This design comes from an exercise in tuning for small area, a short achievable clock period and few clock cycles per item on the open sky130 flow, not from production work.
Function was not checked in any run shown here: the RTL went through the layout flow alone.
No activity file was given, so power comes from the tool's default toggle rates.

==> flow/design.v, too long to show whole: its modules and the start of the top module <==
// module dapid_core: 1753 lines
// module dapid_qstep: 508 lines
// module dual_axis_pid_with_error_weighting_top: 195 lines
module dual_axis_pid_with_error_weighting_top #(
   parameter int CONTROL_HZ = dapid_pkg::CONTROL_HZ_DEF,
   parameter int ANGLE_BITS = dapid_pkg::ANGLE_BITS_DEF
) (
   input  logic        clock,
   input  logic        reset,
   input  logic        req_tvalid,
   output logic        req_tready,
   input  logic [31:0] req_tdata,
   input  logic [1:0]  req_tuser,
   output logic        rsp_tvalid,
   input  logic        rsp_tready,
   output logic [63:0] rsp_tdata,
   input  logic        csr_psel,
   input  logic        csr_penable,
   input  logic        csr_pwrite,
   input  logic [4:0]  csr_paddr,
   input  logic [31:0] csr_pwdata,
   output logic [31:0] csr_prdata,
   output logic        csr_pready
);
  // ...
==> flow/run.sh <==
#!/bin/bash
# synth_recipe.tcl (not shown) runs the flow's synth.tcl, then flattens the netlist and writes it again
# the make line also repeats each setting of config.mk as NAME=value (left out here)
make -C /OpenROAD-flow-scripts/flow DESIGN_CONFIG=/design/flow/config.mk WORK_HOME=/design/flow/orfs CLKGATE_MAP_FILE= SYNTH_SCRIPT=/design/flow/synth_recipe.tcl finish
==> flow/config.mk <==
export PLATFORM = sky130hd
export DESIGN_NAME = dual_axis_pid_with_error_weighting_top
export DESIGN_NICKNAME = dual_axis_pid_with_error_weighting_top
export VERILOG_FILES = /design/flow/design.v
export SDC_FILE = /design/flow/constraint.sdc
export NUM_CORES = 4
export LEC_CHECK = 0
export ABC_AREA = 1
export CAP_MARGIN = 20
export CORE_MARGIN = 2
export CORE_UTILIZATION = 60
export PLACE_DENSITY = 0.72
export SLEW_MARGIN = 20
==> flow/constraint.sdc <==
create_clock -name core_clock -period 11.0 [get_ports {clock}]
set_input_delay 2.2000 -clock core_clock [delete_from_list [all_inputs] [get_ports {clock}]]
set_output_delay 2.2000 -clock core_clock [all_outputs]
set_load 0.01 [all_outputs]
==> summary.txt, run 1 <==
Status: finished clean
Setup crit start kind: flop
R2r startpoint: st[1]
Hold-fix buffers at CTS: 0
CORE AREA: 120,000 µm²
FF+latch area: 20,300 µm²
Crit-path max FO: 35
Slowest-stage cell, CP: o21ai_0
Synth Area in Simple Gates: 0.119
Buffers excl. clock: 211
Largest registers in the final layout: rsp_roll_ff (30), rsp_yaw_ff (30)
DR iter-0 viols: 4,174
Worst Tran Pin Value: 1.17 ns
Fraction of area in non-clock buffers: 0.0256
Worst-path cell chain: buf_4 > o21ai_0 > inv_1 > fa_1 > fa_1 > fa_1 > nand2_1 > inv_1 > a21oi_1 > inv_1 > nor3_1 > nand4_1 > a21oi_1 > nand2_1 > nand2_1 > nand2_1 > nand2_1 > a21boi_0 > fa_1 > xnor2_1
WP depth: 20
Fin. max-slew vios: 0
Adder-cell share of the synthesized area: 0.286
Reg2reg setup slack: 5.61 ns
Setup_tns: 0 ns
Io pins: 177
Crit path largest cell delay: 0.80 ns
Met3 GRT Util: 0.0427
RD Place Congestion: 0.964
Routed len/inst: 18.8 µm
Sequential power: 3.11 mW
Pint: 5.26 mW
Clk tree area frac: 0.0416
GRT Overall Usage: 0.307
Hold crit path type: flop to flop
==> module dual_axis_pid_with_error_weighting_top, before the edit <==
module dual_axis_pid_with_error_weighting_top #(
   parameter int CONTROL_HZ = dapid_pkg::CONTROL_HZ_DEF,
   parameter int ANGLE_BITS = dapid_pkg::ANGLE_BITS_DEF
) (
   input  logic        clock,
   input  logic        reset,
   input  logic        req_tvalid,
   output logic        req_tready,
   input  logic [31:0] req_tdata,
   input  logic [1:0]  req_tuser,
   output logic        rsp_tvalid,
   input  logic        rsp_tready,
   output logic [63:0] rsp_tdata,
   input  logic        csr_psel,
   input  logic        csr_penable,
   input  logic        csr_pwrite,
   input  logic [4:0]  csr_paddr,
   input  logic [31:0] csr_pwdata,
   output logic [31:0] csr_prdata,
   output logic        csr_pready
);
   logic signed [15:0] roll_p, roll_i, roll_d, yaw_p, yaw_i, yaw_d;
   logic [14:0]        roll_tol, yaw_tol;
   logic signed [15:0] roll_meas, yaw_meas, roll_tgt, yaw_tgt;
   logic [2:0]         seen;
   logic               ready_ff, pend_ff, pready_ff;
   logic [15:0]        rdata_ff;
   logic [7:1]         st;
   logic               rsp_valid_ff;
   logic [29:0]        rsp_roll_ff, rsp_yaw_ff;
   logic [2:0]  idx, w_idx;
   logic [15:0] w_data;
   logic        w_go;
   assign idx = csr_paddr[4:2];
   always_ff @(posedge clock) begin
      if (reset) begin
         pready_ff <= 1'b0;
         w_go      <= 1'b0;
      end else begin
         pready_ff <= csr_psel || csr_penable;
         w_go      <= csr_psel && !csr_penable && csr_pwrite;
      end
   end
   always_ff @(posedge clock) begin
      w_idx  <= idx;
      w_data <= csr_pwdata[15:0];
   end
   always_ff @(posedge clock) begin
      if (reset) begin
         roll_p   <= dapid_pkg::ROLL_P_RST;
         roll_i   <= dapid_pkg::ROLL_I_RST;
         roll_d   <= dapid_pkg::ROLL_D_RST;
         yaw_p    <= dapid_pkg::YAW_P_RST;
         yaw_i    <= dapid_pkg::YAW_I_RST;
         yaw_d    <= dapid_pkg::YAW_D_RST;
         roll_tol <= dapid_pkg::ROLL_TOL_RST;
         yaw_tol  <= dapid_pkg::YAW_TOL_RST;
      end else if (w_go) begin
         case (w_idx)
            3'd0: roll_p   <= w_data;
            3'd1: roll_i   <= w_data;
            3'd2: roll_d   <= w_data;
            3'd3: yaw_p    <= w_data;
            3'd4: yaw_i    <= w_data;
            3'd5: yaw_d    <= w_data;
            3'd6: roll_tol <= w_data[14:0];
            default: yaw_tol <= w_data[14:0];
         endcase
      end
   end
   logic [15:0] rd_mux;
   always_comb begin
      case (idx)
         3'd0: rd_mux = roll_p;
         3'd1: rd_mux = roll_i;
         3'd2: rd_mux = roll_d;
         3'd3: rd_mux = yaw_p;
         3'd4: rd_mux = yaw_i;
         3'd5: rd_mux = yaw_d;
         3'd6: rd_mux = {1'b0, roll_tol};
         default: rd_mux = {1'b0, yaw_tol};
      endcase
   end
   always_ff @(posedge clock) begin
      rdata_ff <= rd_mux;
   end
   assign csr_pready = pready_ff;
   assign csr_prdata = {{16{rdata_ff[15]}}, rdata_ff};
   logic req_acc, tick_acc, want, entry, adv, freeze, pend_in;
   assign req_tready = ready_ff;
   assign req_acc    = req_tvalid && ready_ff;
   assign tick_acc = req_acc && (req_tuser == 2'd3) && (seen == 3'b111);
   always_ff @(posedge clock) begin
      if (reset) begin
         roll_meas <= '0;
         yaw_meas  <= '0;
         roll_tgt  <= '0;
         yaw_tgt   <= '0;
         seen      <= '0;
      end else if (req_acc) begin
         case (req_tuser)
            2'd0: begin
               roll_meas <= req_tdata[15:0];
               seen[0]   <= 1'b1;
            end
            2'd1: begin
               yaw_meas <= req_tdata[15:0];
               seen[1]  <= 1'b1;
            end
            2'd2: begin
               roll_tgt <= req_tdata[15:0];
               yaw_tgt  <= req_tdata[31:16];
               seen[2]  <= 1'b1;
            end
            default: ;
         endcase
      end
   end
   logic tick_ff, risk;
   assign freeze  = st[7] && rsp_valid_ff;
   assign adv     = !freeze;
   assign want    = tick_ff || pend_ff;
   assign entry   = want && adv && !st[1] && !st[2];
   assign pend_in = want && !entry;
   assign risk    = entry || st[1] || freeze || (st[6] && (rsp_valid_ff || st[7]));
   always_ff @(posedge clock) begin
      if (reset) begin
         tick_ff  <= 1'b0;
         pend_ff  <= 1'b0;
         ready_ff <= 1'b1;
         st       <= '0;
      end else begin
         tick_ff  <= tick_acc;
         pend_ff  <= pend_in;
         ready_ff <= !pend_in && !(tick_acc && risk);
         if (adv) st <= {st[6:1], entry};
      end
   end
   logic signed [29:0] roll_drive, yaw_drive;
   logic signed [15:0] roll_e, yaw_e;
   logic signed [13:0] q_step;
   dapid_qstep u_qstep (
      .e    (st[1] ? roll_e : yaw_e),
      .q_in (q_step)
   );
   dapid_core #(.QST(1)) u_roll (
      .clock    (clock),
      .reset    (reset),
      .entry    (entry),
      .adv      (adv),
      .st       (st[6:1]),
      .target   (roll_tgt),
      .measured (roll_meas),
      .kp       (roll_p),
      .ki       (roll_i),
      .kd       (roll_d),
      .tol      (roll_tol),
      .q_in     (q_step),
      .e_out    (roll_e),
      .drive    (roll_drive)
   );
   dapid_core #(.QST(2)) u_yaw (
      .clock    (clock),
      .reset    (reset),
      .entry    (entry),
      .adv      (adv),
      .st       (st[6:1]),
      .target   (yaw_tgt),
      .measured (yaw_meas),
      .kp       (yaw_p),
      .ki       (yaw_i),
      .kd       (yaw_d),
      .tol      (yaw_tol),
      .q_in     (q_step),
      .e_out    (yaw_e),
      .drive    (yaw_drive)
   );
   always_ff @(posedge clock) begin
      if (reset) begin
         rsp_valid_ff <= 1'b0;
      end else if (st[7] && adv) begin
         rsp_valid_ff <= 1'b1;
      end else if (rsp_tready) begin
         rsp_valid_ff <= 1'b0;
      end
   end
   always_ff @(posedge clock) begin
      if (st[7] && adv) begin
         rsp_roll_ff <= roll_drive;
         rsp_yaw_ff  <= yaw_drive;
      end
   end
   assign rsp_tvalid = rsp_valid_ff;
   assign rsp_tdata  = {{2{rsp_yaw_ff[29]}}, rsp_yaw_ff, {2{rsp_roll_ff[29]}}, rsp_roll_ff};
endmodule
==> inputs of run 2 (changes only) <==
--- a/flow/design.v
+++ b/flow/design.v
@@ -11,17 +11,18 @@
    localparam logic [14:0]        ROLL_TOL_RST = 15'd522;
    localparam logic [14:0]        YAW_TOL_RST  = 15'd907;
    localparam logic signed [32:0] PI_Q29 = 33'sd1686629713;
    localparam logic signed [23:0] Q_K = 24'sd2108287;
 endpackage
 `default_nettype wire
 `default_nettype none
 module dapid_core #(
-   parameter int QST = 1           
+   parameter int QST = 1,          
+   parameter bit POL = 1'b0        
 ) (
    input  logic               clock,
    input  logic               reset,
    input  logic               entry,
    input  logic               adv,
    input  logic [6:1]         st,
    input  logic signed [15:0] target,
    input  logic signed [15:0] measured,
@@ -33,17 +34,16 @@
    output logic signed [15:0] e_out,
    output logic signed [29:0] drive
 );
    logic signed [15:0] e_prev;
    logic signed [16:0] dx;
    logic signed [19:0] rad, rad_in;
    logic [19:0]        cs_s, cs_c;
    logic               cs_k;
-   logic signed [13:0] qreg;
    logic signed [17:0] integ;
    logic [1:0]         w1, w2;
    logic signed [25:0] mx;
    logic [23:0]        gb;
    logic [29:0]        acc_s, acc_c;
    logic               k12;
    logic signed [15:0] e_now;
    logic signed [16:0] d_now;
@@ -56,21 +56,18 @@
    always_ff @(posedge clock) begin
       if (entry) dx <= d_now;
       else if (st[1] && adv) dx <= 17'(e_prev);
    end
    always_ff @(posedge clock) begin
       if ((st[2] || st[3]) && adv) rad <= rad_in;
    end
    assign e_out = e_prev;
-   always_ff @(posedge clock) begin
-      if (st[QST] && adv) qreg <= q_in;
-   end
    logic signed [18:0] isum;
-   assign isum = 19'(integ) + 19'(qreg);
+   assign isum = 19'(integ) + 19'(q_in);
    always_ff @(posedge clock) begin
       if (reset) integ <= '0;
       else if (st[QST+1] && adv) begin
          if (isum > 19'sd65536) integ <= 18'sd65536;
          else if (isum < -19'sd65536) integ <= -18'sd65536;
          else integ <= isum[17:0];
       end
    end
@@ -112,17 +109,22 @@
          end else if (st[5]) begin
             mx <= 26'(integ);
             gb <= gb_in;
          end
       end
    end
    logic [29:0] acc_sg, acc_cg;
    logic        k12_g;
-   assign acc_sg = st[4] ? '0 : acc_s;
+   logic clr_q, clr;
+   always_ff @(posedge clock) begin
+      if (adv) clr_q <= POL ? !st[3] : st[3];
+   end
+   assign clr    = POL ? !clr_q : clr_q;
+   assign acc_sg = clr ? '0 : acc_s;
    assign acc_cg = st[4] ? '0 : acc_c;
    assign k12_g  = !st[4] && k12;
    logic cm_s0, cm_c0;
    assign cm_s0 = 1'b1 ^ dx[12];
    assign cm_c0 = 1'b1 & dx[12];
    logic cm_s1, cm_c1;
    assign cm_s1 = dx[13] ^ dx[9];
    assign cm_c1 = dx[13] & dx[9];
@@ -1765,16 +1767,18 @@
          2'b01:   drive = {sum[28], sum[28:0]};
          2'b10:   drive = {sum[28:0], 1'b0};
          default: drive = '0;
       endcase
    end
 endmodule
 `default_nettype wire
 module dapid_qstep (
+   input  logic               clock,
+   input  logic               adv,
    input  logic signed [15:0] e,
    output logic signed [13:0] q_in
 );
    logic qm_s0, qm_c0;
    assign qm_s0 = 1'b1 ^ ~e[12];
    assign qm_c0 = 1'b1 & ~e[12];
    logic qm_s1, qm_c1;
    assign qm_s1 = ~e[13] ^ ~e[6];
@@ -1990,95 +1994,232 @@
    assign qm_s71 = 1'b1 ^ e[13];
    assign qm_c71 = 1'b1 & e[13];
    logic qm_s72, qm_c72;
    assign qm_s72 = 1'b1 ^ e[14];
    assign qm_c72 = 1'b1 & e[14];
    logic [37:0] qm_s, qm_c;
    assign qm_s = {1'b1, qm_c72, qm_c71, qm_c70, qm_c69, qm_c68, qm_c67, qm_c66, qm_c65, qm_c64, qm_c63, qm_c62, qm_c61, qm_c60, qm_c59, qm_c58, qm_c57, qm_c56, qm_c55, qm_c54, qm_c53, qm_c52, qm_c51, qm_c50, qm_c49, qm_c48, qm_c47, qm_c46, qm_c45, qm_c44, qm_s44, ~e[6], ~e[5], ~e[4], ~e[3], ~e[2], ~e[1], ~e[0]};
    assign qm_c = {1'b0, ~e[15], qm_s72, qm_s71, qm_s70, qm_s69, qm_s68, qm_s67, qm_s66, qm_s65, qm_s64, qm_s63, qm_s62, qm_s61, qm_s60, qm_s59, qm_s58, qm_s57, qm_s56, qm_s55, qm_s54, qm_s53, qm_s52, qm_s51, qm_s50, qm_s49, qm_s48, qm_s47, qm_s46, qm_s45, ~e[0], 1'b0, 1'b0, 1'b0, 1'b0, 1'b0, 1'b0, ~e[15]};
-   logic [37:0] qa_g, qa_p;
-   assign qa_g[0] = qm_s[0] & qm_c[0];
-   assign qa_p[0] = qm_s[0] | qm_c[0];
-   assign qa_g[1] = qm_s[1] & qm_c[1];
-   assign qa_p[1] = qm_s[1] | qm_c[1];
-   assign qa_g[2] = qm_s[2] & qm_c[2];
-   assign qa_p[2] = qm_s[2] | qm_c[2];
-   assign qa_g[3] = qm_s[3] & qm_c[3];
-   assign qa_p[3] = qm_s[3] | qm_c[3];
-   assign qa_g[4] = qm_s[4] & qm_c[4];
-   assign qa_p[4] = qm_s[4] | qm_c[4];
-   assign qa_g[5] = qm_s[5] & qm_c[5];
-   assign qa_p[5] = qm_s[5] | qm_c[5];
-   assign qa_g[6] = qm_s[6] & qm_c[6];
-   assign qa_p[6] = qm_s[6] | qm_c[6];
-   assign qa_g[7] = qm_s[7] & qm_c[7];
-   assign qa_p[7] = qm_s[7] | qm_c[7];
-   assign qa_g[8] = qm_s[8] & qm_c[8];
-   assign qa_p[8] = qm_s[8] | qm_c[8];
-   assign qa_g[9] = qm_s[9] & qm_c[9];
-   assign qa_p[9] = qm_s[9] | qm_c[9];
-   assign qa_g[10] = qm_s[10] & qm_c[10];
-   assign qa_p[10] = qm_s[10] | qm_c[10];
-   assign qa_g[11] = qm_s[11] & qm_c[11];
-   assign qa_p[11] = qm_s[11] | qm_c[11];
-   assign qa_g[12] = qm_s[12] & qm_c[12];
-   assign qa_p[12] = qm_s[12] | qm_c[12];
-   assign qa_g[13] = qm_s[13] & qm_c[13];
-   assign qa_p[13] = qm_s[13] | qm_c[13];
-   assign qa_g[14] = qm_s[14] & qm_c[14];
-   assign qa_p[14] = qm_s[14] | qm_c[14];
-   assign qa_g[15] = qm_s[15] & qm_c[15];
-   assign qa_p[15] = qm_s[15] | qm_c[15];
-   assign qa_g[16] = qm_s[16] & qm_c[16];
-   assign qa_p[16] = qm_s[16] | qm_c[16];
-   assign qa_g[17] = qm_s[17] & qm_c[17];
-   assign qa_p[17] = qm_s[17] | qm_c[17];
-   assign qa_g[18] = qm_s[18] & qm_c[18];
-   assign qa_p[18] = qm_s[18] | qm_c[18];
-   assign qa_g[19] = qm_s[19] & qm_c[19];
-   assign qa_p[19] = qm_s[19] | qm_c[19];
-   assign qa_g[20] = qm_s[20] & qm_c[20];
-   assign qa_p[20] = qm_s[20] | qm_c[20];
-   assign qa_g[21] = qm_s[21] & qm_c[21];
-   assign qa_p[21] = qm_s[21] | qm_c[21];
-   assign qa_g[22] = qm_s[22] & qm_c[22];
-   assign qa_p[22] = qm_s[22] | qm_c[22];
-   assign qa_g[23] = qm_s[23] & qm_c[23];
-   assign qa_p[23] = qm_s[23] | qm_c[23];
-   assign qa_g[24] = qm_s[24] & qm_c[24];
-   assign qa_p[24] = qm_s[24] ^ qm_c[24];
-   assign qa_g[25] = qm_s[25] & qm_c[25];
-   assign qa_p[25] = qm_s[25] ^ qm_c[25];
-   assign qa_g[26] = qm_s[26] & qm_c[26];
-   assign qa_p[26] = qm_s[26] ^ qm_c[26];
-   assign qa_g[27] = qm_s[27] & qm_c[27];
-   assign qa_p[27] = qm_s[27] ^ qm_c[27];
-   assign qa_g[28] = qm_s[28] & qm_c[28];
-   assign qa_p[28] = qm_s[28] ^ qm_c[28];
-   assign qa_g[29] = qm_s[29] & qm_c[29];
-   assign qa_p[29] = qm_s[29] ^ qm_c[29];
-   assign qa_g[30] = qm_s[30] & qm_c[30];
-   assign qa_p[30] = qm_s[30] ^ qm_c[30];
-   assign qa_g[31] = qm_s[31] & qm_c[31];
-   assign qa_p[31] = qm_s[31] ^ qm_c[31];
-   assign qa_g[32] = qm_s[32] & qm_c[32];
-   assign qa_p[32] = qm_s[32] ^ qm_c[32];
-   assign qa_g[33] = qm_s[33] & qm_c[33];
-   assign qa_p[33] = qm_s[33] ^ qm_c[33];
-   assign qa_g[34] = qm_s[34] & qm_c[34];
-   assign qa_p[34] = qm_s[34] ^ qm_c[34];
-   assign qa_g[35] = qm_s[35] & qm_c[35];
-   assign qa_p[35] = qm_s[35] ^ qm_c[35];
-   assign qa_g[36] = qm_s[36] & qm_c[36];
-   assign qa_p[36] = qm_s[36] ^ qm_c[36];
-   assign qa_g[37] = qm_s[37] & qm_c[37];
-   assign qa_p[37] = qm_s[37] ^ qm_c[37];
+   logic [23:0] ql_g, ql_p;
+   assign ql_g[0] = qm_s[0] & qm_c[0];
+   assign ql_p[0] = qm_s[0] | qm_c[0];
+   assign ql_g[1] = qm_s[1] & qm_c[1];
+   assign ql_p[1] = qm_s[1] | qm_c[1];
+   assign ql_g[2] = qm_s[2] & qm_c[2];
+   assign ql_p[2] = qm_s[2] | qm_c[2];
+   assign ql_g[3] = qm_s[3] & qm_c[3];
+   assign ql_p[3] = qm_s[3] | qm_c[3];
+   assign ql_g[4] = qm_s[4] & qm_c[4];
+   assign ql_p[4] = qm_s[4] | qm_c[4];
+   assign ql_g[5] = qm_s[5] & qm_c[5];
+   assign ql_p[5] = qm_s[5] | qm_c[5];
+   assign ql_g[6] = qm_s[6] & qm_c[6];
+   assign ql_p[6] = qm_s[6] | qm_c[6];
+   assign ql_g[7] = qm_s[7] & qm_c[7];
+   assign ql_p[7] = qm_s[7] | qm_c[7];
+   assign ql_g[8] = qm_s[8] & qm_c[8];
+   assign ql_p[8] = qm_s[8] | qm_c[8];
+   assign ql_g[9] = qm_s[9] & qm_c[9];
+   assign ql_p[9] = qm_s[9] | qm_c[9];
+   assign ql_g[10] = qm_s[10] & qm_c[10];
+   assign ql_p[10] = qm_s[10] | qm_c[10];
+   assign ql_g[11] = qm_s[11] & qm_c[11];
+   assign ql_p[11] = qm_s[11] | qm_c[11];
+   assign ql_g[12] = qm_s[12] & qm_c[12];
+   assign ql_p[12] = qm_s[12] | qm_c[12];
+   assign ql_g[13] = qm_s[13] & qm_c[13];
+   assign ql_p[13] = qm_s[13] | qm_c[13];
+   assign ql_g[14] = qm_s[14] & qm_c[14];
+   assign ql_p[14] = qm_s[14] | qm_c[14];
+   assign ql_g[15] = qm_s[15] & qm_c[15];
+   assign ql_p[15] = qm_s[15] | qm_c[15];
+   assign ql_g[16] = qm_s[16] & qm_c[16];
+   assign ql_p[16] = qm_s[16] | qm_c[16];
+   assign ql_g[17] = qm_s[17] & qm_c[17];
+   assign ql_p[17] = qm_s[17] | qm_c[17];
+   assign ql_g[18] = qm_s[18] & qm_c[18];
+   assign ql_p[18] = qm_s[18] | qm_c[18];
+   assign ql_g[19] = qm_s[19] & qm_c[19];
+   assign ql_p[19] = qm_s[19] | qm_c[19];
+   assign ql_g[20] = qm_s[20] & qm_c[20];
+   assign ql_p[20] = qm_s[20] | qm_c[20];
+   assign ql_g[21] = qm_s[21] & qm_c[21];
+   assign ql_p[21] = qm_s[21] | qm_c[21];
+   assign ql_g[22] = qm_s[22] & qm_c[22];
+   assign ql_p[22] = qm_s[22] | qm_c[22];
+   assign ql_g[23] = qm_s[23] & qm_c[23];
+   assign ql_p[23] = qm_s[23] | qm_c[23];
+   logic ql_G0, ql_P0;
+   assign ql_G0 = ql_g[1] | (ql_p[1] & ql_g[0]);
+   logic ql_G1, ql_P1;
+   assign ql_G1 = ql_g[3] | (ql_p[3] & ql_g[2]);
+   assign ql_P1 = ql_p[3] & ql_p[2];
+   logic ql_G2, ql_P2;
+   assign ql_G2 = ql_g[5] | (ql_p[5] & ql_g[4]);
+   assign ql_P2 = ql_p[5] & ql_p[4];
+   logic ql_G3, ql_P3;
+   assign ql_G3 = ql_g[7] | (ql_p[7] & ql_g[6]);
+   assign ql_P3 = ql_p[7] & ql_p[6];
+   logic ql_G4, ql_P4;
+   assign ql_G4 = ql_g[9] | (ql_p[9] & ql_g[8]);
+   assign ql_P4 = ql_p[9] & ql_p[8];
+   logic ql_G5, ql_P5;
+   assign ql_G5 = ql_g[11] | (ql_p[11] & ql_g[10]);
+   assign ql_P5 = ql_p[11] & ql_p[10];
+   logic ql_G6, ql_P6;
+   assign ql_G6 = ql_g[13] | (ql_p[13] & ql_g[12]);
+   assign ql_P6 = ql_p[13] & ql_p[12];
+   logic ql_G7, ql_P7;
+   assign ql_G7 = ql_g[15] | (ql_p[15] & ql_g[14]);
+   assign ql_P7 = ql_p[15] & ql_p[14];
+   logic ql_G8, ql_P8;
+   assign ql_G8 = ql_g[17] | (ql_p[17] & ql_g[16]);
+   assign ql_P8 = ql_p[17] & ql_p[16];
+   logic ql_G9, ql_P9;
+   assign ql_G9 = ql_g[19] | (ql_p[19] & ql_g[18]);
+   assign ql_P9 = ql_p[19] & ql_p[18];
+   logic ql_G10, ql_P10;
+   assign ql_G10 = ql_g[21] | (ql_p[21] & ql_g[20]);
+   assign ql_P10 = ql_p[21] & ql_p[20];
+   logic ql_G11, ql_P11;
+   assign ql_G11 = ql_g[23] | (ql_p[23] & ql_g[22]);
+   assign ql_P11 = ql_p[23] & ql_p[22];
+   logic ql_G12, ql_P12;
+   assign ql_G12 = ql_G1 | (ql_P1 & ql_G0);
+   logic ql_G13, ql_P13;
+   assign ql_G13 = ql_G3 | (ql_P3 & ql_G2);
+   assign ql_P13 = ql_P3 & ql_P2;
+   logic ql_G14, ql_P14;
+   assign ql_G14 = ql_G5 | (ql_P5 & ql_G4);
+   assign ql_P14 = ql_P5 & ql_P4;
+   logic ql_G15, ql_P15;
+   assign ql_G15 = ql_G7 | (ql_P7 & ql_G6);
+   assign ql_P15 = ql_P7 & ql_P6;
+   logic ql_G16, ql_P16;
+   assign ql_G16 = ql_G9 | (ql_P9 & ql_G8);
+   assign ql_P16 = ql_P9 & ql_P8;
+   logic ql_G17, ql_P17;
+   assign ql_G17 = ql_G11 | (ql_P11 & ql_G10);
+   assign ql_P17 = ql_P11 & ql_P10;
+   logic ql_G18, ql_P18;
+   assign ql_G18 = ql_G13 | (ql_P13 & ql_G12);
+   logic ql_G19, ql_P19;
+   assign ql_G19 = ql_G15 | (ql_P15 & ql_G14);
+   assign ql_P19 = ql_P15 & ql_P14;
+   logic ql_G20, ql_P20;
+   assign ql_G20 = ql_G17 | (ql_P17 & ql_G16);
+   assign ql_P20 = ql_P17 & ql_P16;
+   logic ql_G21, ql_P21;
+   assign ql_G21 = ql_G19 | (ql_P19 & ql_G18);
+   logic ql_G22, ql_P22;
+   assign ql_G22 = ql_G20 | (ql_P20 & ql_G21);
+   logic ql_G23, ql_P23;
+   assign ql_G23 = ql_G14 | (ql_P14 & ql_G18);
+   logic ql_G24, ql_P24;
+   assign ql_G24 = ql_G16 | (ql_P16 & ql_G21);
+   logic ql_G25, ql_P25;
+   assign ql_G25 = ql_G2 | (ql_P2 & ql_G12);
+   logic ql_G26, ql_P26;
+   assign ql_G26 = ql_G4 | (ql_P4 & ql_G18);
+   logic ql_G27, ql_P27;
+   assign ql_G27 = ql_G6 | (ql_P6 & ql_G23);
+   logic ql_G28, ql_P28;
+   assign ql_G28 = ql_G8 | (ql_P8 & ql_G21);
+   logic ql_G29, ql_P29;
+   assign ql_G29 = ql_G10 | (ql_P10 & ql_G24);
+   logic ql_G30, ql_P30;
+   assign ql_G30 = ql_g[2] | (ql_p[2] & ql_G0);
+   logic ql_G31, ql_P31;
+   assign ql_G31 = ql_g[4] | (ql_p[4] & ql_G12);
+   logic ql_G32, ql_P32;
+   assign ql_G32 = ql_g[6] | (ql_p[6] & ql_G25);
+   logic ql_G33, ql_P33;
+   assign ql_G33 = ql_g[8] | (ql_p[8] & ql_G18);
+   logic ql_G34, ql_P34;
+   assign ql_G34 = ql_g[10] | (ql_p[10] & ql_G26);
+   logic ql_G35, ql_P35;
+   assign ql_G35 = ql_g[12] | (ql_p[12] & ql_G23);
+   logic ql_G36, ql_P36;
+   assign ql_G36 = ql_g[14] | (ql_p[14] & ql_G27);
+   logic ql_G37, ql_P37;
+   assign ql_G37 = ql_g[16] | (ql_p[16] & ql_G21);
+   logic ql_G38, ql_P38;
+   assign ql_G38 = ql_g[18] | (ql_p[18] & ql_G28);
+   logic ql_G39, ql_P39;
+   assign ql_G39 = ql_g[20] | (ql_p[20] & ql_G24);
+   logic ql_G40, ql_P40;
+   assign ql_G40 = ql_g[22] | (ql_p[22] & ql_G29);
+   logic [23:0] ql_sum;
+   assign ql_sum[0] = 1'b0;
+   assign ql_sum[1] = 1'b0;
+   assign ql_sum[2] = 1'b0;
+   assign ql_sum[3] = 1'b0;
+   assign ql_sum[4] = 1'b0;
+   assign ql_sum[5] = 1'b0;
+   assign ql_sum[6] = 1'b0;
+   assign ql_sum[7] = 1'b0;
+   assign ql_sum[8] = 1'b0;
+   assign ql_sum[9] = 1'b0;
+   assign ql_sum[10] = 1'b0;
+   assign ql_sum[11] = 1'b0;
+   assign ql_sum[12] = 1'b0;
+   assign ql_sum[13] = 1'b0;
+   assign ql_sum[14] = 1'b0;
+   assign ql_sum[15] = 1'b0;
+   assign ql_sum[16] = 1'b0;
+   assign ql_sum[17] = 1'b0;
+   assign ql_sum[18] = 1'b0;
+   assign ql_sum[19] = 1'b0;
+   assign ql_sum[20] = 1'b0;
+   assign ql_sum[21] = 1'b0;
+   assign ql_sum[22] = 1'b0;
+   assign ql_sum[23] = 1'b0;
+   logic [13:0] qs_s, qs_c;
+   logic        qs_k;
+   always_ff @(posedge clock) begin
+      if (adv) begin
+         qs_s <= qm_s[37:24];
+         qs_c <= qm_c[37:24];
+         qs_k <= ql_G22;
+      end
+   end
+   logic [13:0] qa_g, qa_p;
+   assign qa_g[0] = qs_s[0] & qs_c[0];
+   assign qa_p[0] = qs_s[0] ^ qs_c[0];
+   assign qa_g[1] = qs_s[1] & qs_c[1];
+   assign qa_p[1] = qs_s[1] ^ qs_c[1];
+   assign qa_g[2] = qs_s[2] & qs_c[2];
+   assign qa_p[2] = qs_s[2] ^ qs_c[2];
+   assign qa_g[3] = qs_s[3] & qs_c[3];
+   assign qa_p[3] = qs_s[3] ^ qs_c[3];
+   assign qa_g[4] = qs_s[4] & qs_c[4];
+   assign qa_p[4] = qs_s[4] ^ qs_c[4];
+   assign qa_g[5] = qs_s[5] & qs_c[5];
+   assign qa_p[5] = qs_s[5] ^ qs_c[5];
+   assign qa_g[6] = qs_s[6] & qs_c[6];
+   assign qa_p[6] = qs_s[6] ^ qs_c[6];
+   assign qa_g[7] = qs_s[7] & qs_c[7];
+   assign qa_p[7] = qs_s[7] ^ qs_c[7];
+   assign qa_g[8] = qs_s[8] & qs_c[8];
+   assign qa_p[8] = qs_s[8] ^ qs_c[8];
+   assign qa_g[9] = qs_s[9] & qs_c[9];
+   assign qa_p[9] = qs_s[9] ^ qs_c[9];
+   assign qa_g[10] = qs_s[10] & qs_c[10];
+   assign qa_p[10] = qs_s[10] ^ qs_c[10];
+   assign qa_g[11] = qs_s[11] & qs_c[11];
+   assign qa_p[11] = qs_s[11] ^ qs_c[11];
+   assign qa_g[12] = qs_s[12] & qs_c[12];
+   assign qa_p[12] = qs_s[12] ^ qs_c[12];
+   assign qa_g[13] = qs_s[13] & qs_c[13];
+   assign qa_p[13] = qs_s[13] ^ qs_c[13];
+   logic qa_g0c;
+   assign qa_g0c = qa_g[0] | (qa_p[0] & qs_k);
    logic qa_G0, qa_P0;
-   assign qa_G0 = qa_g[1] | (qa_p[1] & qa_g[0]);
+   assign qa_G0 = qa_g[1] | (qa_p[1] & qa_g0c);
    logic qa_G1, qa_P1;
    assign qa_G1 = qa_g[3] | (qa_p[3] & qa_g[2]);
    assign qa_P1 = qa_p[3] & qa_p[2];
    logic qa_G2, qa_P2;
    assign qa_G2 = qa_g[5] | (qa_p[5] & qa_g[4]);
    assign qa_P2 = qa_p[5] & qa_p[4];
    logic qa_G3, qa_P3;
    assign qa_G3 = qa_g[7] | (qa_p[7] & qa_g[6]);
@@ -2088,199 +2229,73 @@
    assign qa_P4 = qa_p[9] & qa_p[8];
    logic qa_G5, qa_P5;
    assign qa_G5 = qa_g[11] | (qa_p[11] & qa_g[10]);
    assign qa_P5 = qa_p[11] & qa_p[10];
    logic qa_G6, qa_P6;
    assign qa_G6 = qa_g[13] | (qa_p[13] & qa_g[12]);
    assign qa_P6 = qa_p[13] & qa_p[12];
    logic qa_G7, qa_P7;
-   assign qa_G7 = qa_g[15] | (qa_p[15] & qa_g[14]);
-   assign qa_P7 = qa_p[15] & qa_p[14];
+   assign qa_G7 = qa_g[2] | (qa_p[2] & qa_G0);
    logic qa_G8, qa_P8;
-   assign qa_G8 = qa_g[17] | (qa_p[17] & qa_g[16]);
-   assign qa_P8 = qa_p[17] & qa_p[16];
+   assign qa_G8 = qa_G1 | (qa_P1 & qa_G0);
    logic qa_G9, qa_P9;
-   assign qa_G9 = qa_g[19] | (qa_p[19] & qa_g[18]);
-   assign qa_P9 = qa_p[19] & qa_p[18];
+   assign qa_G9 = qa_g[6] | (qa_p[6] & qa_G2);
+   assign qa_P9 = qa_p[6] & qa_P2;
    logic qa_G10, qa_P10;
-   assign qa_G10 = qa_g[21] | (qa_p[21] & qa_g[20]);
-   assign qa_P10 = qa_p[21] & qa_p[20];
+   assign qa_G10 = qa_G3 | (qa_P3 & qa_G2);
+   assign qa_P10 = qa_P3 & qa_P2;
    logic qa_G11, qa_P11;
-   assign qa_G11 = qa_g[23] | (qa_p[23] & qa_g[22]);
-   assign qa_P11 = qa_p[23] & qa_p[22];
+   assign qa_G11 = qa_g[10] | (qa_p[10] & qa_G4);
+   assign qa_P11 = qa_p[10] & qa_P4;
    logic qa_G12, qa_P12;
-   assign qa_G12 = qa_g[25] | (qa_p[25] & qa_g[24]);
-   assign qa_P12 = qa_p[25] & qa_p[24];
+   assign qa_G12 = qa_G5 | (qa_P5 & qa_G4);
+   assign qa_P12 = qa_P5 & qa_P4;
    logic qa_G13, qa_P13;
-   assign qa_G13 = qa_g[27] | (qa_p[27] & qa_g[26]);
-   assign qa_P13 = qa_p[27] & qa_p[26];
+   assign qa_G13 = qa_g[4] | (qa_p[4] & qa_G8);
    logic qa_G14, qa_P14;
-   assign qa_G14 = qa_g[29] | (qa_p[29] & qa_g[28]);
-   assign qa_P14 = qa_p[29] & qa_p[28];
+   assign qa_G14 = qa_G2 | (qa_P2 & qa_G8);
    logic qa_G15, qa_P15;
-   assign qa_G15 = qa_g[31] | (qa_p[31] & qa_g[30]);
-   assign qa_P15 = qa_p[31] & qa_p[30];
+   assign qa_G15 = qa_G9 | (qa_P9 & qa_G8);
    logic qa_G16, qa_P16;
-   assign qa_G16 = qa_g[33] | (qa_p[33] & qa_g[32]);
-   assign qa_P16 = qa_p[33] & qa_p[32];
+   assign qa_G16 = qa_G10 | (qa_P10 & qa_G8);
    logic qa_G17, qa_P17;
-   assign qa_G17 = qa_g[35] | (qa_p[35] & qa_g[34]);
-   assign qa_P17 = qa_p[35] & qa_p[34];
+   assign qa_G17 = qa_g[12] | (qa_p[12] & qa_G12);
+   assign qa_P17 = qa_p[12] & qa_P12;
    logic qa_G18, qa_P18;
-   assign qa_G18 = qa_g[37] | (qa_p[37] & qa_g[36]);
-   assign qa_P18 = qa_p[37] & qa_p[36];
+   assign qa_G18 = qa_G6 | (qa_P6 & qa_G12);
+   assign qa_P18 = qa_P6 & qa_P12;
    logic qa_G19, qa_P19;
-   assign qa_G19 = qa_G1 | (qa_P1 & qa_G0);
+   assign qa_G19 = qa_g[8] | (qa_p[8] & qa_G16);
    logic qa_G20, qa_P20;
-   assign qa_G20 = qa_G3 | (qa_P3 & qa_G2);
-   assign qa_P20 = qa_P3 & qa_P2;
+   assign qa_G20 = qa_G4 | (qa_P4 & qa_G16);
    logic qa_G21, qa_P21;
-   assign qa_G21 = qa_G5 | (qa_P5 & qa_G4);
-   assign qa_P21 = qa_P5 & qa_P4;
+   assign qa_G21 = qa_G11 | (qa_P11 & qa_G16);
    logic qa_G22, qa_P22;
-   assign qa_G22 = qa_G7 | (qa_P7 & qa_G6);
-   assign qa_P22 = qa_P7 & qa_P6;
+   assign qa_G22 = qa_G12 | (qa_P12 & qa_G16);
    logic qa_G23, qa_P23;
-   assign qa_G23 = qa_G9 | (qa_P9 & qa_G8);
-   assign qa_P23 = qa_P9 & qa_P8;
+   assign qa_G23 = qa_G17 | (qa_P17 & qa_G16);
    logic qa_G24, qa_P24;
-   assign qa_G24 = qa_G11 | (qa_P11 & qa_G10);
-   assign qa_P24 = qa_P11 & qa_P10;
-   logic qa_G25, qa_P25;
-   assign qa_G25 = qa_G13 | (qa_P13 & qa_G12);
-   assign qa_P25 = qa_P13 & qa_P12;
-   logic qa_G26, qa_P26;
-   assign qa_G26 = qa_G15 | (qa_P15 & qa_G14);
-   assign qa_P26 = qa_P15 & qa_P14;
-   logic qa_G27, qa_P27;
-   assign qa_G27 = qa_G17 | (qa_P17 & qa_G16);
-   assign qa_P27 = qa_P17 & qa_P16;
-   logic qa_G28, qa_P28;
-   assign qa_G28 = qa_G20 | (qa_P20 & qa_G19);
-   logic qa_G29, qa_P29;
-   assign qa_G29 = qa_G22 | (qa_P22 & qa_G21);
-   assign qa_P29 = qa_P22 & qa_P21;
-   logic qa_G30, qa_P30;
-   assign qa_G30 = qa_G24 | (qa_P24 & qa_G23);
-   assign qa_P30 = qa_P24 & qa_P23;
-   logic qa_G31, qa_P31;
-   assign qa_G31 = qa_G26 | (qa_P26 & qa_G25);
-   assign qa_P31 = qa_P26 & qa_P25;
-   logic qa_G32, qa_P32;
-   assign qa_G32 = qa_G29 | (qa_P29 & qa_G28);
-   logic qa_G33, qa_P33;
-   assign qa_G33 = qa_G31 | (qa_P31 & qa_G30);
-   assign qa_P33 = qa_P31 & qa_P30;
-   logic qa_G34, qa_P34;
-   assign qa_G34 = qa_G33 | (qa_P33 & qa_G32);
-   logic qa_G35, qa_P35;
-   assign qa_G35 = qa_G30 | (qa_P30 & qa_G32);
-   logic qa_G36, qa_P36;
-   assign qa_G36 = qa_G21 | (qa_P21 & qa_G28);
-   logic qa_G37, qa_P37;
-   assign qa_G37 = qa_G23 | (qa_P23 & qa_G32);
-   logic qa_G38, qa_P38;
-   assign qa_G38 = qa_G25 | (qa_P25 & qa_G35);
-   logic qa_G39, qa_P39;
-   assign qa_G39 = qa_G27 | (qa_P27 & qa_G34);
-   logic qa_G40, qa_P40;
-   assign qa_G40 = qa_G2 | (qa_P2 & qa_G19);
-   logic qa_G41, qa_P41;
-   assign qa_G41 = qa_G4 | (qa_P4 & qa_G28);
-   logic qa_G42, qa_P42;
-   assign qa_G42 = qa_G6 | (qa_P6 & qa_G36);
-   logic qa_G43, qa_P43;
-   assign qa_G43 = qa_G8 | (qa_P8 & qa_G32);
-   logic qa_G44, qa_P44;
-   assign qa_G44 = qa_G10 | (qa_P10 & qa_G37);
-   logic qa_G45, qa_P45;
-   assign qa_G45 = qa_G12 | (qa_P12 & qa_G35);
-   logic qa_G46, qa_P46;
-   assign qa_G46 = qa_G14 | (qa_P14 & qa_G38);
-   logic qa_G47, qa_P47;
-   assign qa_G47 = qa_G16 | (qa_P16 & qa_G34);
-   logic qa_G48, qa_P48;
-   assign qa_G48 = qa_G18 | (qa_P18 & qa_G39);
-   logic qa_G49, qa_P49;
-   assign qa_G49 = qa_g[2] | (qa_p[2] & qa_G0);
-   logic qa_G50, qa_P50;
-   assign qa_G50 = qa_g[4] | (qa_p[4] & qa_G19);
-   logic qa_G51, qa_P51;
-   assign qa_G51 = qa_g[6] | (qa_p[6] & qa_G40);
-   logic qa_G52, qa_P52;
-   assign qa_G52 = qa_g[8] | (qa_p[8] & qa_G28);
-   logic qa_G53, qa_P53;
-   assign qa_G53 = qa_g[10] | (qa_p[10] & qa_G41);
-   logic qa_G54, qa_P54;
-   assign qa_G54 = qa_g[12] | (qa_p[12] & qa_G36);
-   logic qa_G55, qa_P55;
-   assign qa_G55 = qa_g[14] | (qa_p[14] & qa_G42);
-   logic qa_G56, qa_P56;
-   assign qa_G56 = qa_g[16] | (qa_p[16] & qa_G32);
-   logic qa_G57, qa_P57;
-   assign qa_G57 = qa_g[18] | (qa_p[18] & qa_G43);
-   logic qa_G58, qa_P58;
-   assign qa_G58 = qa_g[20] | (qa_p[20] & qa_G37);
-   logic qa_G59, qa_P59;
-   assign qa_G59 = qa_g[22] | (qa_p[22] & qa_G44);
-   logic qa_G60, qa_P60;
-   assign qa_G60 = qa_g[24] | (qa_p[24] & qa_G35);
-   logic qa_G61, qa_P61;
-   assign qa_G61 = qa_g[26] | (qa_p[26] & qa_G45);
-   logic qa_G62, qa_P62;
-   assign qa_G62 = qa_g[28] | (qa_p[28] & qa_G38);
-   logic qa_G63, qa_P63;
-   assign qa_G63 = qa_g[30] | (qa_p[30] & qa_G46);
-   logic qa_G64, qa_P64;
-   assign qa_G64 = qa_g[32] | (qa_p[32] & qa_G34);
-   logic qa_G65, qa_P65;
-   assign qa_G65 = qa_g[34] | (qa_p[34] & qa_G47);
-   logic qa_G66, qa_P66;
-   assign qa_G66 = qa_g[36] | (qa_p[36] & qa_G39);
-   logic [37:0] qa_sum;
-   assign qa_sum[0] = 1'b0;
-   assign qa_sum[1] = 1'b0;
-   assign qa_sum[2] = 1'b0;
-   assign qa_sum[3] = 1'b0;
-   assign qa_sum[4] = 1'b0;
-   assign qa_sum[5] = 1'b0;
-   assign qa_sum[6] = 1'b0;
-   assign qa_sum[7] = 1'b0;
-   assign qa_sum[8] = 1'b0;
-   assign qa_sum[9] = 1'b0;
-   assign qa_sum[10] = 1'b0;
-   assign qa_sum[11] = 1'b0;
-   assign qa_sum[12] = 1'b0;
-   assign qa_sum[13] = 1'b0;
-   assign qa_sum[14] = 1'b0;
-   assign qa_sum[15] = 1'b0;
-   assign qa_sum[16] = 1'b0;
-   assign qa_sum[17] = 1'b0;
-   assign qa_sum[18] = 1'b0;
-   assign qa_sum[19] = 1'b0;
-   assign qa_sum[20] = 1'b0;
-   assign qa_sum[21] = 1'b0;
-   assign qa_sum[22] = 1'b0;
-   assign qa_sum[23] = 1'b0;
-   assign qa_sum[24] = qa_p[24] ^ qa_G35;
-   assign qa_sum[25] = qa_p[25] ^ qa_G60;
-   assign qa_sum[26] = qa_p[26] ^ qa_G45;
-   assign qa_sum[27] = qa_p[27] ^ qa_G61;
-   assign qa_sum[28] = qa_p[28] ^ qa_G38;
-   assign qa_sum[29] = qa_p[29] ^ qa_G62;
-   assign qa_sum[30] = qa_p[30] ^ qa_G46;
-   assign qa_sum[31] = qa_p[31] ^ qa_G63;
-   assign qa_sum[32] = qa_p[32] ^ qa_G34;
-   assign qa_sum[33] = qa_p[33] ^ qa_G64;
-   assign qa_sum[34] = qa_p[34] ^ qa_G47;
-   assign qa_sum[35] = qa_p[35] ^ qa_G65;
-   assign qa_sum[36] = qa_p[36] ^ qa_G39;
-   assign qa_sum[37] = qa_p[37] ^ qa_G66;
-   assign q_in = qa_sum[37:24];
+   assign qa_G24 = qa_G18 | (qa_P18 & qa_G16);
+   logic [13:0] qa_sum;
+   assign qa_sum[0] = qa_p[0] ^ qs_k;
+   assign qa_sum[1] = qa_p[1] ^ qa_g0c;
+   assign qa_sum[2] = qa_p[2] ^ qa_G0;
+   assign qa_sum[3] = qa_p[3] ^ qa_G7;
+   assign qa_sum[4] = qa_p[4] ^ qa_G8;
+   assign qa_sum[5] = qa_p[5] ^ qa_G13;
+   assign qa_sum[6] = qa_p[6] ^ qa_G14;
+   assign qa_sum[7] = qa_p[7] ^ qa_G15;
+   assign qa_sum[8] = qa_p[8] ^ qa_G16;
+   assign qa_sum[9] = qa_p[9] ^ qa_G19;
+   assign qa_sum[10] = qa_p[10] ^ qa_G20;
+   assign qa_sum[11] = qa_p[11] ^ qa_G21;
+   assign qa_sum[12] = qa_p[12] ^ qa_G22;
+   assign qa_sum[13] = qa_p[13] ^ qa_G23;
+   assign q_in = qa_sum;
 endmodule
 `default_nettype wire
 `default_nettype none
 module dual_axis_pid_with_error_weighting_top #(
    parameter int CONTROL_HZ = dapid_pkg::CONTROL_HZ_DEF,
    parameter int ANGLE_BITS = dapid_pkg::ANGLE_BITS_DEF
 ) (
    input  logic        clock,
@@ -2416,16 +2431,18 @@
          ready_ff <= !pend_in && !(tick_acc && risk);
          if (adv) st <= {st[6:1], entry};
       end
    end
    logic signed [29:0] roll_drive, yaw_drive;
    logic signed [15:0] roll_e, yaw_e;
    logic signed [13:0] q_step;
    dapid_qstep u_qstep (
+      .clock (clock),
+      .adv   (adv),
       .e    (st[1] ? roll_e : yaw_e),
       .q_in (q_step)
    );
    dapid_core #(.QST(1)) u_roll (
       .clock    (clock),
       .reset    (reset),
       .entry    (entry),
       .adv      (adv),
@@ -2435,17 +2452,17 @@
       .kp       (roll_p),
       .ki       (roll_i),
       .kd       (roll_d),
       .tol      (roll_tol),
       .q_in     (q_step),
       .e_out    (roll_e),
       .drive    (roll_drive)
    );
-   dapid_core #(.QST(2)) u_yaw (
+   dapid_core #(.QST(2), .POL(1'b1)) u_yaw (
       .clock    (clock),
       .reset    (reset),
       .entry    (entry),
       .adv      (adv),
       .st       (st[6:1]),
       .target   (yaw_tgt),
       .measured (yaw_meas),
       .kp       (yaw_p),
==> flow/config.mk (replaced) <==
export PLATFORM = sky130hd
export DESIGN_NAME = dual_axis_pid_with_error_weighting_top
export DESIGN_NICKNAME = dual_axis_pid_with_error_weighting_top
export VERILOG_FILES = /design/flow/design.v
export SDC_FILE = /design/flow/constraint.sdc
export NUM_CORES = 4
export LEC_CHECK = 0
export ABC_AREA = 1
export CAP_MARGIN = 20
export CORE_MARGIN = 2
export CORE_UTILIZATION = 70
export PLACE_DENSITY = 0.8
export SLEW_MARGIN = 20
==> summary.txt, run 2 <==
Syn Inst Count: 8,301
# port buffers: 158
Largest net degree at the start of global routing: 112
HP Start: roll_meas[11]
Power per cell area: 87.7 nW/µm²
Num CTS Buffers: 87
Routed len/inst: 19.7 µm (+4.7%)
CP arrival: 5.76 ns
Post-layout worst setup margin: 5.76 ns
GRT Overall Usage: 0.363 (+0.0557)
Fin. max-slew vios: 0 (unchanged)
Setup violators final: 0
Met1 GRT Util: 0.470
Worst hold stages: 2
Setup bufs post-CTS: 0
CTS Root Cell: clkbuf_16
Final wirelength: 191,000 µm
Syn nets: 9,605
Worst-Skew Late Latency: 0.70 ns
Die area: 106,000 µm²
RD Place Congestion: 0.967 (+0.28%)
Crit-path max FO: 14 (-60%)
Nets: 9,568
#FFs+latches synth: 780
Min cycle time layout: 5.24 ns
Clk pin slew, worst setup/hold paths: 0.06 ns
Reg-to-Reg End: u_roll.integ[12]
Prevailing post-synth register cell: edfxtp_1
Largest registers in the final layout: rsp_roll_ff (30), rsp_yaw_ff (30)
Power Total: 6.80 mW
# DRC: 0
Commonest cells in the synthesized netlist: inv_1, nand2_1, fa_1
First-pass GRT wire length: 306,000 µm
DRT Pass-1 Iters: 7
Critical path type: flop to flop
Die Height: 325 µm
Final Hold Vio Count: 0
Vias: 57,900
CTS resizes: 0
Starting Density: 0.707
Status: finished clean
Max-Cap Viols: 0
Initial antenna violation count: 0
CTS Sinks: 780
CTS tree: done
Gr ovfl total: 0
RSZ-0062 raised after global routing: false
Most frequent cell after synthesis: inv_1
CTS H-tree depth: 3
Area grow syn2layout: 7.47%
Depth of the most critical reg-to-reg path: 27
Syn avg cell area: 8.69 µm²
Post-synth EDFFs: 471
Bufs on Longest Clock Path: 3
Worst Tran Pin Value: 1.21 ns (+0.0488 ns)
Clk_skew: 0.0288 ns
R2r startpoint: u_qstep.qs_k
Fill count: 7,354
Cell taking the most area after synthesis: fa_1
DR iter-0 viols: 5,253 (+26%)
Dpl ws: 5.85 ns
Max VDD drop: 0.132 mV
Setup_tns: 0 ns (unchanged)
Cell Area, Synth: 72,100 µm²
Vias in the first global route: 57,900
Met3 GRT Util: 0.0521 (+0.00939)
HPWL after detailed placement: 149,000 µm
Die width: 325 µm
Hold crit path type: flop to flop
Tcrit/Tclk final: 0.477
CORE AREA: 102,000 µm² (-15%)
Ys Warns: 4
CP required: 11.51 ns
Seq/Total Area, Yosys: 0.282
Most frequent cells in the layout: inv_1, nand2_1, fa_1, a21oi_1, ha_1
WHS: 0.460 ns
Grt peak-use layer: met2
Hold-fix buffers at CTS: 0 (unchanged)
Io pins: 177 (unchanged)
Max_slew headroom: 0.182
Setup crit start kind: flop
Routing usage on met2: 0.607
Ranking of synthesized cells by area: fa_1, edfxtp_1, ha_1, dfxtp_1, inv_1
Leak pwr: 34.6 nW
Reg2reg setup slack: 5.76 ns (+0.15 ns)
Ys async rst share: 0
Unique cell type count in the Yosys netlist: 64
Site Rows: 117
Via-per-instance ratio: 5.96
Fmax: 191 MHz
Min-Delay Endpoint: roll_meas[11]
Share of post-route cells with drive strength above 1: 0.0326
Post-synth top area share: 0.199
Routed Antenna Nets: 0
CP Capture Type: flop
Most common cell after layout, fill and taps aside: inv_1
ANT cells: 0
run 2: changes by cell type after synthesis, moves of 12 or more:
cell	previous run	this run
clkbuf_1	229	241
or2_2	39	26
nand2_2	22	9
nor2_1	483	462
nor3_1	63	51
o21ai_0	482	502
inv_1	1608	1542
nand2_1	1172	1134
run 2: stage by stage:
step | instances | instance area [µm²] | util
4_1_cts | 9705 | 77400 | 0.759
5_1_grt | 9707 | 77500 | 0.759
3_3_place_gp | 9541 | 74400 | 0.729
6_report | 9707 | 77500 | 0.759
2_1_floorplan | 8301 | 72100 | -
3_5_place_dp | 9541 | 74400 | 0.729
run 2: layer usage:
layer | vias up | part of all wire
li1 | 27100 | -
met1 | 27700 | 0.40
met2 | 2543 | 0.48
met3 | 554 | 0.076
met4 | 0 | 0.052
met5 | - | 0
run 2: area by class of cell:
type	count	area, µm²	share of cell area
well taps	1368	1710	0.0221
clock buffers	110	2320	0.0300
repair buffers	212	2030	0.0261
clock inverters	54	673	0.00869
inverters	1562	5870	0.0757
multi-input cells	5621	44600	0.575
flip-flops and latches	780	20300	0.262
run 2: cell families after synthesis:
family	Yosys count	share of synthesized area
compound gates	1797	0.142
xor+xnor	593	0.0721
fa+ha+maj	1226	0.288
buf+inv	1900	0.101
flops	780	0.282
simple gates	2005	0.115
run 2: critical path: stages, from the launching register on:
cell	delay [ns]
edfxtp_1	0.39
fa_1	0.43
inv_1	0.10
fa_1	0.25
nor2_1	0.07
a211oi_1	0.40
o21ai_0	0.21
nand2_1	0.10
nand2_1	0.08
nand2_1	0.07
nand2_1	0.13
fa_1	0.45
xor2_1	0.46
ha_1	0.38
nand2_1	0.14
inv_1	0.05
a21oi_1	0.22
nand3_2	0.17
nand2_2	0.09
nand2_1	0.05
nand2_1	0.06
nand2_1	0.10
inv_1	0.18
nand2_1	0.09
inv_2	0.20
nor2_1	0.08
nand2_1	0.07
a21oi_1	0.07
run 2: power breakdown:
group          internal (mW)  switching, mW  total (mW)
clock network           1.76           1.31        3.07
logic                  0.234          0.384       0.618
registers               3.09         0.0234        3.11
total                   5.08           1.72        6.80
run 2: worst max-delay path by stage:
stage / from / endpoint / slack, ns / depth (start not counted)
2_1_floorplan: rsp_valid_ff / u_roll.acc_c[0] / 1.07 / 3
3_3_place_gp: u_qstep.qs_k / u_roll.integ[13] / 6.01 / 27
3_5_place_dp: u_qstep.qs_k / u_roll.integ[12] / 5.85 / 27
4_1_cts: u_qstep.qs_k / u_roll.integ[12] / 5.86 / 27
5_1_grt: u_qstep.qs_k / u_roll.integ[1] / 5.48 / 27
6_report: u_qstep.qs_k / u_roll.integ[12] / 5.76 / 27
==> inputs of run 3 (changes only) <==
--- a/flow/config.mk
+++ b/flow/config.mk
@@ -9,5 +9,5 @@
 export CAP_MARGIN = 20
 export CORE_MARGIN = 2
-export CORE_UTILIZATION = 70
-export PLACE_DENSITY = 0.8
+export CORE_UTILIZATION = 60
+export PLACE_DENSITY = 0.72
 export SLEW_MARGIN = 20
==> summary.txt, run 3 <==
Critical Path Start: u_qstep.qs_k
Critical path capture point: u_roll.integ[8]
Min cycle time layout: 5.18 ns (-0.0599 ns)
HP Start: seen[1]
Post-synth top area share: 0.199 (unchanged)
Die Height: 351 µm (+7.9%)
First-pass GRT wire length: 303,000 µm (-1.0%)
Hold crit path type: flop to flop
Routed Antenna Nets: 0 (unchanged)
Syn avg cell area: 8.69 µm² (unchanged)
Commonest cells in the synthesized netlist: inv_1, nand2_1, fa_1
HPWL after detailed placement: 150,000 µm (+0.56%)
Io pins: 177 (unchanged)
Post-synth EDFFs: 471 (unchanged)
Setup violators final: 0 (unchanged)
Fin. max-slew vios: 0 (unchanged)
Syn nets: 9,605 (unchanged)
Reg2reg setup slack: 5.82 ns (+0.06 ns)
CP Capture Type: flop
Most frequent cells in the layout: inv_1, nand2_1, fa_1, a21oi_1, ha_1
Largest net degree at the start of global routing: 109 (-2.7%)
Max_slew headroom: 0.224 (+0.0421)
Unique cell type count in the Yosys netlist: 64 (unchanged)
CTS H-tree depth: 3 (unchanged)
Setup_tns: 0 ns (unchanged)
Area grow syn2layout: 7.98%
Final wirelength: 191,000 µm (-0.34%)
Starting Density: 0.603 (-0.103)
Setup crit start kind: flop
Num CTS Buffers: 88 (+1.1%)
Clk pin slew, worst setup/hold paths: 0.07 ns (about the same)
DR iter-0 viols: 4,348 (-17%)
CP required: 11.55 ns (+0.04 ns)
Cell Area, Synth: 72,100 µm² (unchanged)
Syn Inst Count: 8,301 (unchanged)
Tcrit/Tclk final: 0.471 (-0.00545)
Gr ovfl total: 0 (unchanged)
Fill count: 10,000 (+36%)
Bufs on Longest Clock Path: 3 (unchanged)
CTS Root Cell: clkbuf_16
Most frequent cell after synthesis: inv_1
Post-layout worst setup margin: 5.82 ns (+0.0599 ns)
RSZ-0062 raised after global routing: false
Reg-to-Reg End: u_roll.integ[8]
Power per cell area: 87.9 nW/µm² (+0.15%)
Max VDD drop: 0.145 mV (+9.8%)
Crit-path max FO: 14 (unchanged)
CP arrival: 5.73 ns (-0.03 ns)
Final Hold Vio Count: 0 (unchanged)
Ranking of synthesized cells by area: fa_1, edfxtp_1, ha_1, dfxtp_1, inv_1
Routed len/inst: 19.1 µm (-2.8%)
CTS Sinks: 780 (unchanged)
Status: finished clean
Worst Tran Pin Value: 1.15 ns (-0.0625 ns)
Cell taking the most area after synthesis: fa_1
Largest registers in the final layout: rsp_roll_ff (30), rsp_yaw_ff (30)
RD Place Congestion: 0.959 (-0.73%)
Dpl ws: 5.87 ns (+0.0191 ns)
#FFs+latches synth: 780 (unchanged)
Clk_skew: 0.0399 ns (+0.0111 ns)
# port buffers: 158 (unchanged)
# DRC: 0 (unchanged)
Ys Warns: 4 (unchanged)
Via-per-instance ratio: 5.69 (-4.6%)
Setup bufs post-CTS: 0 (unchanged)
Worst-Skew Late Latency: 0.72 ns (+0.02 ns)
Vias in the first global route: 56,300 (-2.8%)
Critical path type: flop to flop
GRT Overall Usage: 0.312 (-0.0508)
Max-Cap Viols: 0 (unchanged)
CORE AREA: 119,000 µm² (+17%)
Share of post-route cells with drive strength above 1: 0.0336 (+0.000935)
R2r startpoint: u_qstep.qs_k
Site Rows: 127 (+8.5%)
DRT Pass-1 Iters: 7 (unchanged)
Die area: 123,000 µm² (+16%)
Leak pwr: 34.7 nW (+0.12%)
Initial antenna violation count: 2 (+2)
Power Total: 6.84 mW (+0.63%)
Seq/Total Area, Yosys: 0.282 (unchanged)
Fmax: 193 MHz (+1.2%)
CTS tree: done
CTS resizes: 0 (unchanged)
Nets: 9,575 (+0.073%)
Most common cell after layout, fill and taps aside: inv_1
Die width: 351 µm (+7.9%)
Hold-fix buffers at CTS: 0 (unchanged)
Prevailing post-synth register cell: edfxtp_1
Depth of the most critical reg-to-reg path: 27 (unchanged)
Ys async rst share: 0 (unchanged)
Vias: 56,600 (-2.2%)
[run 3: metrics by stage]
stage | area (µm²) | hold WS, ns | instances | utilization
after floorplan | 72100 | 0.400 | 8301 | -
after global placement | 74800 | 0.444 | 9792 | 0.626
after detailed placement | 74800 | 0.454 | 9793 | 0.626
after CTS | 77800 | 0.464 | 9957 | 0.651
after global routing | 77900 | 0.466 | 9957 | 0.652
final | 77900 | 0.466 | 9958 | 0.652
[run 3: layout make-up]
| type | instances | area, µm² | share of cell area |
|---|---|---|---|
| clock inverter | 54 | 706 | 0.00906 |
| timing repair buffer | 218 | 2030 | 0.0260 |
| multi-input combinational | 5621 | 44500 | 0.572 |
| inverter | 1562 | 5870 | 0.0754 |
| sequential | 780 | 20300 | 0.261 |
| tap | 1612 | 2020 | 0.0259 |
| clock buffer | 110 | 2360 | 0.0303 |
| antenna | 1 | 2.50 | 0.0000321 |
[run 3: cells by family (layout without fill, tap and decap cells)]
group           after synthesis  count (layout)  synth area share
flops                       780             780             0.282
buf+inv                    1900            1944             0.101
fa+ha+maj                  1226            1226             0.288
simple gates               2005            2005             0.115
compound gates             1797            1797             0.142
other cells                   0               1                 0
xor+xnor                    593             593            0.0721
[run 3: power breakdown]
part	internal, mW	switching [mW]
registers	3.09	0.0236
logic	0.233	0.388
clock network	1.78	1.32
[run 3: worst max-delay path, cell delays in order (launching register included)]
cell and delay (ns):
edfxtp_1 0.40, fa_1 0.43, inv_1 0.11, fa_1 0.26
nor2_1 0.07, a211oi_1 0.38, o21ai_0 0.21, nand2_1 0.10
nand2_1 0.07, nand2_1 0.07, nand2_1 0.12, fa_1 0.45
xor2_1 0.48, ha_1 0.38, nand2_1 0.14, inv_1 0.05
a21oi_1 0.25, nand3_2 0.18, nand2_2 0.09, nand2_1 0.05
nand2_1 0.06, nand2_1 0.08, inv_1 0.13, nand2_1 0.08
inv_2 0.19, nor2_1 0.07, nand2_1 0.08, a21oi_1 0.06
[run 3: layer usage]
| metal | wire, µm | global-route usage | vias to the layer above |
|---|---|---|---|
| met5 | 27 | 0 | - |
| met4 | 8610 | 0.134 | 4 |
| met3 | 13000 | 0.0440 | 484 |
| met2 | 88900 | 0.514 | 1994 |
| met1 | 80200 | 0.414 | 27100 |
| li1 | - | - | 27100 |
[run 3: worst min path at each step]
stage / to / cells past startpoint / slack [ns]
5_1_grt: u_yaw.w2[0] / 0 / 0.47
3_3_place_gp: roll_tgt[0] / 2 / 0.44
2_1_floorplan: u_roll.w2[0] / 0 / 0.40
6_report: seen[1] / 2 / 0.47
3_5_place_dp: roll_meas[4] / 2 / 0.45
4_1_cts: roll_tgt[0] / 2 / 0.46

[what the ideal ports hide]
In the flow no input, the clock included, has a driving cell. The finished layouts below were timed again as built, in two steps. Step 1: set_driving_cell puts a clkbuf_16 on clock and a buf_2 on each other input, an assumption about the parent block. Step 2 moves the port delays by t, midway between the first and last clock arrival at a register: inputs arrive t later, outputs are due t later. That takes back most of the time a late clock gives input paths. Three values: no drivers, after step 1, after step 2; two values: the first two.
| run | t (ns) | slack for setup (ns) | hold slack, ns | worst register clock-pin slew, ns | worst slew at a driven data input, ns |
|---|---|---|---|---|---|
| run 1 | 0.798 | 5.611 / 5.611 / 5.611 | 0.424 / 0.424 / 0.424 | 0.07 / 0.07 | 0.04 |
| run 2 | 0.757 | 5.757 / 5.757 / 5.757 | 0.460 / 0.460 / 0.460 | 0.07 / 0.07 | 0.07 |
| run 3 | 0.788 | 5.817 / 5.817 / 5.817 | 0.466 / 0.466 / 0.466 | 0.07 / 0.07 | 0.05 |
After both steps setup and hold are still met in every run listed.
